From an optimization exercise on the open Yosys and OpenROAD flow, aimed at small area, a short achievable clock period and few clock cycles per item; shortcuts taken in it are not production practice.
Function was checked by simulation only, so behaviour that the tests miss may differ from the original.

==> flow/design.v <==
module mdu_param #(
    parameter int WIDTH       = 32,
    parameter int MULT_CYCLES = 5,
    parameter int DIV_CYCLES  = 10
) (
    input  logic             clk,
    input  logic             reset,
    input  logic             req,
    input  logic [WIDTH-1:0] in_a,
    input  logic [WIDTH-1:0] in_b,
    input  logic [3:0]       MDUOp,
    input  logic             start,
    output logic [WIDTH-1:0] data_hi,
    output logic [WIDTH-1:0] data_lo,
    output logic             busy
);
    localparam int MR  = 9;                     
    localparam int MNC = (17 + MR - 1) / MR;    
    localparam int WW  = 2 * MR + 36;           
    localparam int RB  = 2 * MR * (MNC - 1);    
    localparam int HOF = 32 - RB;               
    localparam int DK  = 2;                     
    localparam int DW  = 32 + DK - 1;           
    localparam int XW  = (DW > 33) ? DW : 33;
    localparam logic [3:0] OP_MULT  = 4'd1;
    localparam logic [3:0] OP_MULTU = 4'd2;
    localparam logic [3:0] OP_DIV   = 4'd3;
    localparam logic [3:0] OP_DIVU  = 4'd4;
    localparam logic [3:0] OP_MTHI  = 4'd7;
    localparam logic [3:0] OP_MTLO  = 4'd8;
    localparam logic [3:0] OP_MADD  = 4'd9;
    localparam logic [3:0] OP_MADDU = 4'd10;
    localparam logic [3:0] OP_MSUB  = 4'd11;
    localparam logic [3:0] OP_MSUBU = 4'd12;
    function automatic logic is_long_op(input logic [3:0] op);
        case (op)
            OP_MULT, OP_MULTU, OP_DIV, OP_DIVU,
            OP_MADD, OP_MADDU, OP_MSUB, OP_MSUBU: is_long_op = 1'b1;
            default:                              is_long_op = 1'b0;
        endcase
    endfunction
    function automatic logic is_div_op(input logic [3:0] op);
        is_div_op = (op == OP_DIV) || (op == OP_DIVU);
    endfunction
    function automatic logic is_signed_op(input logic [3:0] op);
        case (op)
            OP_MULT, OP_MADD, OP_MSUB, OP_DIV: is_signed_op = 1'b1;
            default:                           is_signed_op = 1'b0;
        endcase
    endfunction
    function automatic logic [5:0] lzc32(input logic [31:0] v);
        lzc32 = 6'd32;
        for (int i = 0; i < 32; i++) begin
            if (v[i]) lzc32 = 6'(31 - i);
        end
    endfunction
    logic [31:0]   hi_q, lo_q;
    logic          busy_q;
    logic          div_q;       
    logic          prep_q;      
    logic [4:0]    cnt_q;       
    logic          sgn_q;       
    logic          sub_q;       
    logic          acc_q;       
    logic          negq_q;      
    logic          negr_q;      
    logic [XW-1:0] x_q;         
    logic [31:0]   y_q;         
    logic [35:0]   u_q;         
    logic          yprev_q;     
    logic          aext_q;      
    assign data_hi = hi_q;
    assign data_lo = lo_q;
    assign busy    = busy_q;
    logic accept_s;
    assign accept_s = start & is_long_op(MDUOp) & ~busy_q & ~req;
    logic [2*MR:0]  mbits_s;    
    logic [WW-1:0]  msum_s;
    logic           mlast_s;
    assign mlast_s = (cnt_q == 5'd1);
    always_comb begin
        logic [34:0]   mext;
        logic          y2, y1, y0, one, two, neg;
        logic [34:0]   sel, p;
        logic [WW-1:0] acc;
        logic [WW-1:0] konst;
        int            c;
        mbits_s[0] = yprev_q;
        for (int i = 0; i < 2 * MR; i++) begin
            mbits_s[i+1] = y_q[(i < 32) ? i : 31];
            for (int cc = 0; cc < MNC; cc++) begin
                if ((cnt_q == 5'(MNC - cc)) && (i > 31 - 2 * MR * cc)) mbits_s[i+1] = aext_q;
            end
        end
        mext  = {x_q[32], x_q[32], x_q[32:0]};
        acc   = '0;
        konst = '0;
        acc   = acc + WW'({~u_q[35], u_q[34:0]});
        konst = konst - (WW'(1) << 35);
        for (int j = 0; j < MR; j++) begin
            y2  = mbits_s[2*j+2];
            y1  = mbits_s[2*j+1];
            y0  = mbits_s[2*j];
            one = y1 ^ y0;
            two = (y2 & ~y1 & ~y0) | (~y2 & y1 & y0);
            neg = y2 ^ sub_q;
            for (int i = 0; i < 35; i++) begin
                sel[i] = (one & mext[i]) | (two & ((i > 0) ? mext[(i > 0) ? i-1 : 0] : 1'b0));
            end
            p     = sel ^ {35{neg}};
            acc   = acc + (WW'({~p[34], p[33:0]}) << (2*j)) + (WW'(neg) << (2*j));
            konst = konst - (WW'(1) << (34 + 2*j));
        end
        if (acc_q && mlast_s) acc = acc + (WW'(hi_q) << HOF);
        msum_s = acc + konst;
    end
    logic          sa_s, sb_s;
    logic [31:0]   ma_s, mb_s;
    logic [5:0]    la_s, lb_s;
    logic          bz_s, qz_s;
    logic [5:0]    dlt_s;
    logic [XW-1:0] dal_s;
    logic [4:0]    dcnt_s;
    always_comb begin
        sa_s   = sgn_q & y_q[31];
        sb_s   = sgn_q & x_q[31];
        ma_s   = sa_s ? (32'd0 - y_q) : y_q;
        mb_s   = sb_s ? (32'd0 - x_q[31:0]) : x_q[31:0];
        bz_s   = (x_q[31:0] == 32'd0);
        la_s   = lzc32(ma_s);
        lb_s   = lzc32(mb_s);
        qz_s   = (lb_s < la_s);
        dlt_s  = lb_s - la_s;
        dcnt_s = 5'(dlt_s / DK + 1);
        dal_s  = XW'({XW'(mb_s) << (DK - 1)} << (DK * (dlt_s / DK)));
    end
    logic [31:0]   rem_s, quo_s, remf_s, quof_s;
    logic [DW-1:0] dnx_s;
    always_comb begin
        logic [31:0]   r;
        logic [31:0]   q;
        logic [DW-1:0] d;
        logic [DW:0]   t;
        r = u_q[31:0];
        q = y_q;
        d = x_q[DW-1:0];
        for (int s = 0; s < DK; s++) begin
            t = {(DW-32+1)'(0), r} - {1'b0, d};
            if (!t[DW]) r = t[31:0];
            q = {q[30:0], ~t[DW]};
            d = d >> 1;
        end
        rem_s  = r;
        quo_s  = q;
        dnx_s  = d;
        remf_s = negr_q ? (32'd0 - r) : r;
        quof_s = negq_q ? (32'd0 - q) : q;
    end
    always_ff @(posedge clk) begin
        if (reset) begin
            hi_q   <= '0;
            lo_q   <= '0;
            busy_q <= 1'b0;
            prep_q <= 1'b0;
            cnt_q  <= '0;
        end else if (!busy_q) begin
            if (accept_s) begin
                busy_q  <= 1'b1;
                div_q   <= is_div_op(MDUOp);
                prep_q  <= is_div_op(MDUOp);
                cnt_q   <= 5'(MNC);
                sgn_q   <= is_signed_op(MDUOp);
                sub_q   <= (MDUOp == OP_MSUB) || (MDUOp == OP_MSUBU);
                acc_q   <= (MDUOp == OP_MADD) || (MDUOp == OP_MADDU) ||
                           (MDUOp == OP_MSUB) || (MDUOp == OP_MSUBU);
                x_q     <= XW'({is_signed_op(MDUOp) & in_b[31], in_b});
                y_q     <= in_a;
                yprev_q <= 1'b0;
                aext_q  <= is_signed_op(MDUOp) & in_a[31];
                if ((MDUOp == OP_MADD) || (MDUOp == OP_MADDU) ||
                    (MDUOp == OP_MSUB) || (MDUOp == OP_MSUBU)) begin
                    u_q <= {4'd0, lo_q};
                end else begin
                    u_q <= '0;
                end
            end else if (!req && MDUOp == OP_MTHI) begin
                hi_q <= in_a;
            end else if (!req && MDUOp == OP_MTLO) begin
                lo_q <= in_a;
            end
        end else if (!div_q) begin
            if (mlast_s) begin
                {hi_q, lo_q} <= 64'({msum_s, y_q} >> (32 - RB));
                busy_q       <= 1'b0;
            end else begin
                u_q     <= msum_s[WW-1:2*MR];
                y_q     <= 32'({msum_s[2*MR-1:0], y_q} >> (2*MR));
                yprev_q <= mbits_s[2*MR];
                cnt_q   <= cnt_q - 5'd1;
            end
        end else if (prep_q) begin
            prep_q <= 1'b0;
            negq_q <= sa_s ^ sb_s;
            negr_q <= sa_s;
            if (bz_s) begin
                busy_q <= 1'b0;
            end else if (qz_s) begin
                hi_q   <= y_q;
                lo_q   <= '0;
                busy_q <= 1'b0;
            end else begin
                u_q   <= {4'd0, ma_s};
                x_q   <= dal_s;
                y_q   <= '0;
                cnt_q <= dcnt_s;
            end
        end else begin
            if (cnt_q == 5'd1) begin
                hi_q   <= remf_s;
                lo_q   <= quof_s;
                busy_q <= 1'b0;
            end else begin
                u_q   <= {4'd0, rem_s};
                x_q   <= XW'(dnx_s);
                y_q   <= quo_s;
                cnt_q <= cnt_q - 5'd1;
            end
        end
    end
endmodule
==> flow/run.sh <==
#!/bin/bash
# synth_recipe.tcl (not shown) runs the flow's synth.tcl, then flattens the netlist and writes it again
# the make line also repeats each setting of config.mk as NAME=value (left out here)
make -C /OpenROAD-flow-scripts/flow DESIGN_CONFIG=/design/flow/config.mk WORK_HOME=/design/flow/orfs CLKGATE_MAP_FILE= SYNTH_SCRIPT=/design/flow/synth_recipe.tcl finish
==> flow/config.mk <==
export PLATFORM = sky130hd
export DESIGN_NAME = mdu_param
export DESIGN_NICKNAME = mdu_param
export VERILOG_FILES = /design/flow/design.v
export SDC_FILE = /design/flow/constraint.sdc
export NUM_CORES = 4
export LEC_CHECK = 0
export CAP_MARGIN = 20
export CORE_MARGIN = 2
export CORE_UTILIZATION = 40
export SLEW_MARGIN = 20
==> flow/constraint.sdc <==
create_clock -name core_clock -period 90.0 [get_ports {clk}]
set_input_delay 18.0000 -clock core_clock [delete_from_list [all_inputs] [get_ports {clk}]]
set_output_delay 18.0000 -clock core_clock [all_outputs]
set_load 0.01 [all_outputs]
==> summary.txt <==
## layer usage
metal  up-vias  share of wire [%]
met3       427                 12
met4         2                6.5
li1      16800                  -
met5         -             0.0084
met1     18500                 41
met2      2510                 40
## layout make-up
class | count | area, um^2 | area share (%)
Inverter | 341 | 1280 | 3.15
Tap cell | 1254 | 1570 | 3.86
Timing Repair Buffer | 231 | 2100 | 5.16
Sequential cell | 180 | 4700 | 11.6
Clock inverter | 12 | 160 | 0.394
Clock buffer | 20 | 447 | 1.10
Multi-Input combinational cell | 3874 | 30400 | 74.8
## critical path, stage by stage
cell,delay [ns]
sky130_fd_sc_hd__clkdlybuf4s50_1,0.71
sky130_fd_sc_hd__nor2_1,0.16
sky130_fd_sc_hd__xnor2_1,0.30
sky130_fd_sc_hd__and3_1,0.25
sky130_fd_sc_hd__o21ai_1,0.19
sky130_fd_sc_hd__a31o_2,0.35
sky130_fd_sc_hd__nor2_4,0.09
sky130_fd_sc_hd__buf_4,0.81
## per-stage QoR
stage	cell area, um^2	utilization [%]	instances	hold WS [ns]
after floorplan	37600	-	4767	0.479
after global placement	40000	42.9	5878	0.522
after detailed placement	40100	43.0	5880	0.519
after CTS	40700	43.6	5912	0.533
after global routing	40700	43.7	5912	0.557
final	40700	43.7	5912	0.549
## cells in the final DEF (no fill, tap or decap), types with 23 or more instances in the layout
master                            synthesis  final
sky130_fd_sc_hd__edfxtp_1               109    109
sky130_fd_sc_hd__o31ai_1                 39     39
sky130_fd_sc_hd__o41ai_1                 23     23
sky130_fd_sc_hd__a31oi_1                 43     43
sky130_fd_sc_hd__fa_1                   262    262
sky130_fd_sc_hd__nor3_1                 101    100
sky130_fd_sc_hd__ha_1                   261    255
sky130_fd_sc_hd__o21a_1                  33     33
sky130_fd_sc_hd__inv_1                  336    335
sky130_fd_sc_hd__dfxtp_1                 71     69
sky130_fd_sc_hd__nand2_1                335    335
sky130_fd_sc_hd__or3_1                   43     42
sky130_fd_sc_hd__xor2_1                 228    222
sky130_fd_sc_hd__buf_4                    0     94
sky130_fd_sc_hd__and3_1                  29     29
sky130_fd_sc_hd__o211ai_1                30     30
sky130_fd_sc_hd__nand3_1                 92     92
sky130_fd_sc_hd__clkdlybuf4s50_1          0    135
sky130_fd_sc_hd__nor2b_1                 33     33
sky130_fd_sc_hd__xnor2_1                330    323
sky130_fd_sc_hd__o21ai_0                260    260
sky130_fd_sc_hd__mux2i_1                 80     80
sky130_fd_sc_hd__a21o_1                  81     81
sky130_fd_sc_hd__mux2_2                  23     23
sky130_fd_sc_hd__a21oi_1                371    368
sky130_fd_sc_hd__a22oi_1                305    305
sky130_fd_sc_hd__and2_1                  38     37
sky130_fd_sc_hd__nand4_1                 32     32
sky130_fd_sc_hd__nor2_1                 350    346
sky130_fd_sc_hd__a211oi_1                63     61
## cells by family (layout without fill, tap and decap cells)
group	after synthesis	in the layout	synth area share (%)
xor gates and xnor gates	559	559	13.1
muxes	106	106	2.95
buffers and inverters	713	604	7.20
and+or+nand+nor	1183	1183	15.0
adders and majority gates	523	523	22.7
DFF	180	180	12.5
AOI/OAI and AO/OA	1503	1503	26.6
## worst min path at each step
stage / depth (start not counted) / endpoint / slack, ns
floorplan: 2 / cnt_q[1] / 0.48
global placement: 2 / cnt_q[1] / 0.52
detailed placement: 2 / cnt_q[1] / 0.52
CTS: 2 / hi_q[9] / 0.53
global route: 2 / hi_q[9] / 0.56
finish: 2 / hi_q[9] / 0.55
## sequential cells by signal (all words and copies together) (netlist names), 5 cells and up
register  flops
hi_q         32
x_q          33
y_q          32
lo_q         32
cnt_q         5
u_q          36
==> impl_metrics.env <==
export IMPL_finish_net_count=5240
export IMPL_floorplan_die_area_um2=96400
export IMPL_filler_cell_count=9487
export IMPL_syn_to_final_growth_pct=8.29
export IMPL_syn_area_per_cell_um2=7.88
export IMPL_yosys_cell_types_count=97
export IMPL_netlist_top_cell_by_area="sky130_fd_sc_hd__fa_1"
export IMPL_async_s_r_ff_share_synth_pct=0
export IMPL_category_of_the_most_critical_setup_path="in -> reg"
export IMPL_hold_path_class="reg -> reg"
export IMPL_post_synth_top_area_fraction_pct=14.0
export IMPL_globalplace_congestion=1.04
export IMPL_slew_limit_headroom_pct=9.13
export IMPL_tightest_slew_ns=1.35
export IMPL_number_of_buffers_between_clock_root_and_the_deepest_sink=2
export IMPL_timing_rr_start="y_q[9]"
export IMPL_place_worst_setup_slack_ns=68.78
export IMPL_chipHeight_um=310
export IMPL_total_number_of_vias=38200
export IMPL_post_synth_most_frequent_cells="371 x sky130_fd_sc_hd__a21oi_1, 350 x sky130_fd_sc_hd__nor2_1, 336 x sky130_fd_sc_hd__inv_1"
export IMPL_post_cts_setup_buffers=0
export IMPL_r2r_end="u_q[31]"
export IMPL_rsz_0062_raised_after_global_routing="false"
export IMPL_port_buffer_count=136
export IMPL_critical_path_startpoint="MDUOp[0]"
export IMPL_grt_pass1_vias=36000
export IMPL_netlist_instances=4767
export IMPL_overflow=0
export IMPL_num_rows=112
export IMPL_worst_endpoint_arrival_ns=20.95
export IMPL_grt_util_all_layers_pct=34.3
export IMPL_antenna_cells_inserted=0
export IMPL_netlist_top_cells_area="sky130_fd_sc_hd__fa_1 14%, sky130_fd_sc_hd__edfxtp_1 8.7%, sky130_fd_sc_hd__ha_1 8.7%"
export IMPL_clock_tree_from_tritoncts="built"
export IMPL_startpoint_type="input pin"
export IMPL_grt_antenna_before_repair=2
export IMPL_gr_usage_met3_pct=7.21
export IMPL_cts_resized_gates=0
export IMPL_detailedRoute_firstPassIterationCount=9
export IMPL_setup_tns_final_ns=0
export IMPL_yosysMostFrequentCell="sky130_fd_sc_hd__a21oi_1"
export IMPL_synthesis_nets=5362
export IMPL_crit_path_end="y_q[31]"
export IMPL_grt_met2_usage_pct=48.2
export IMPL_post_dp_hpwl_mm=126
export IMPL_synth_enable_flop_cells=109
export IMPL_max_cap_violations=0
export IMPL_shortest_period_the_worst_path_allows_ns=20.82
export IMPL_synth_seq_area_share_pct=12.5
export IMPL_wl_per_cell_um=28.2
export IMPL_syn_cell_area_um2=37600
export IMPL_remaining_drc_errors=0
export IMPL_ratio_of_routed_vias_to_standard_cells=6.47
export IMPL_fraction_of_layout_cells_with_a_size_suffix_above_1_pct=5.17
export IMPL_largest_net_degree_at_the_start_of_global_routing=77
export IMPL_coreArea_um2=93200
export IMPL_floorplan_die_width_um=310
export IMPL_run_status="finished clean"
export IMPL_hold_start="hi_q[9]"
export IMPL_r2r_worst_path_cells=34
export IMPL_numCtsBuffers=17
export IMPL_clkSlewWorstSetupHoldPaths_ns=0.07
export IMPL_maxClockFrequency_mhz=48.0
export IMPL_met1_usage_pct=48.3
export IMPL_fin_crit_sh_pct=23.1
export IMPL_hold_buffers=0
export IMPL_worst_slack_ns=69.18
export IMPL_post_route_wl_mm=167
export IMPL_grt_first_pass_wirelength_mm=245
export IMPL_synth_yosys_warnings=1
export IMPL_maxSlewViolCount=0
export IMPL_insertion_delay_ns=0.53
export IMPL_floorplan_initialDensity_pct=40.3
export IMPL_synthesized_flop_and_latch_total=180
export IMPL_drt_iter0_drc=5362
export IMPL_gr_max_usage_layer="met1"
export IMPL_reg2reg_setup_slack_ns=77.46
export IMPL_synthFlopType="sky130_fd_sc_hd__edfxtp_1"
export IMPL_critPathCaptureType="flip-flop"
export IMPL_timing_final_setup_violations=0
export IMPL_final_setup_skew_ns=0.0298
export IMPL_timing_critical_path_required_ns=90.13
export IMPL_cts_num_sinks=180
export IMPL_cts_root_buffer="sky130_fd_sc_hd__clkbuf_16"
export IMPL_cts_max_level=4
export IMPL_ant_nets=0
export IMPL_num_io_pins=137
export IMPL_path_max_fanout=68
export IMPL_hold_violations=0
Testbench counts, summed over its fixed seeds: cycles 81,244, items 24,000.

[afterwards: timing with drivers on the ports]
The flow's constraints put no driver on any port. The routed layout listed below was extracted and timed again, unchanged, in two steps.
Step 1 (the two cells are an assumption about what drives the block):
set clk [get_ports {clk}]
set_driving_cell -lib_cell sky130_fd_sc_hd__clkbuf_16 $clk
set_driving_cell -lib_cell sky130_fd_sc_hd__buf_2 [delete_from_list [all_inputs] $clk]
Step 2, shift: input delay + t, output delay - t, t = (earliest + latest rising clock arrival at the registers) / 2. This alone moves slack from input paths to output paths.
a / b / c = no drivers / after step 1 / after step 2; a / b = the first two.
t, ns: 0.584
setup slack, ns: 69.178 / 69.222 / 68.638
hold WS [ns]: 0.549 / 0.549 / 0.549
worst setup path at the end: input to register
After both steps this run still meets setup and hold. The setup slack of this run moves by +0.044 ns with the drivers and by -0.540 ns with both steps.
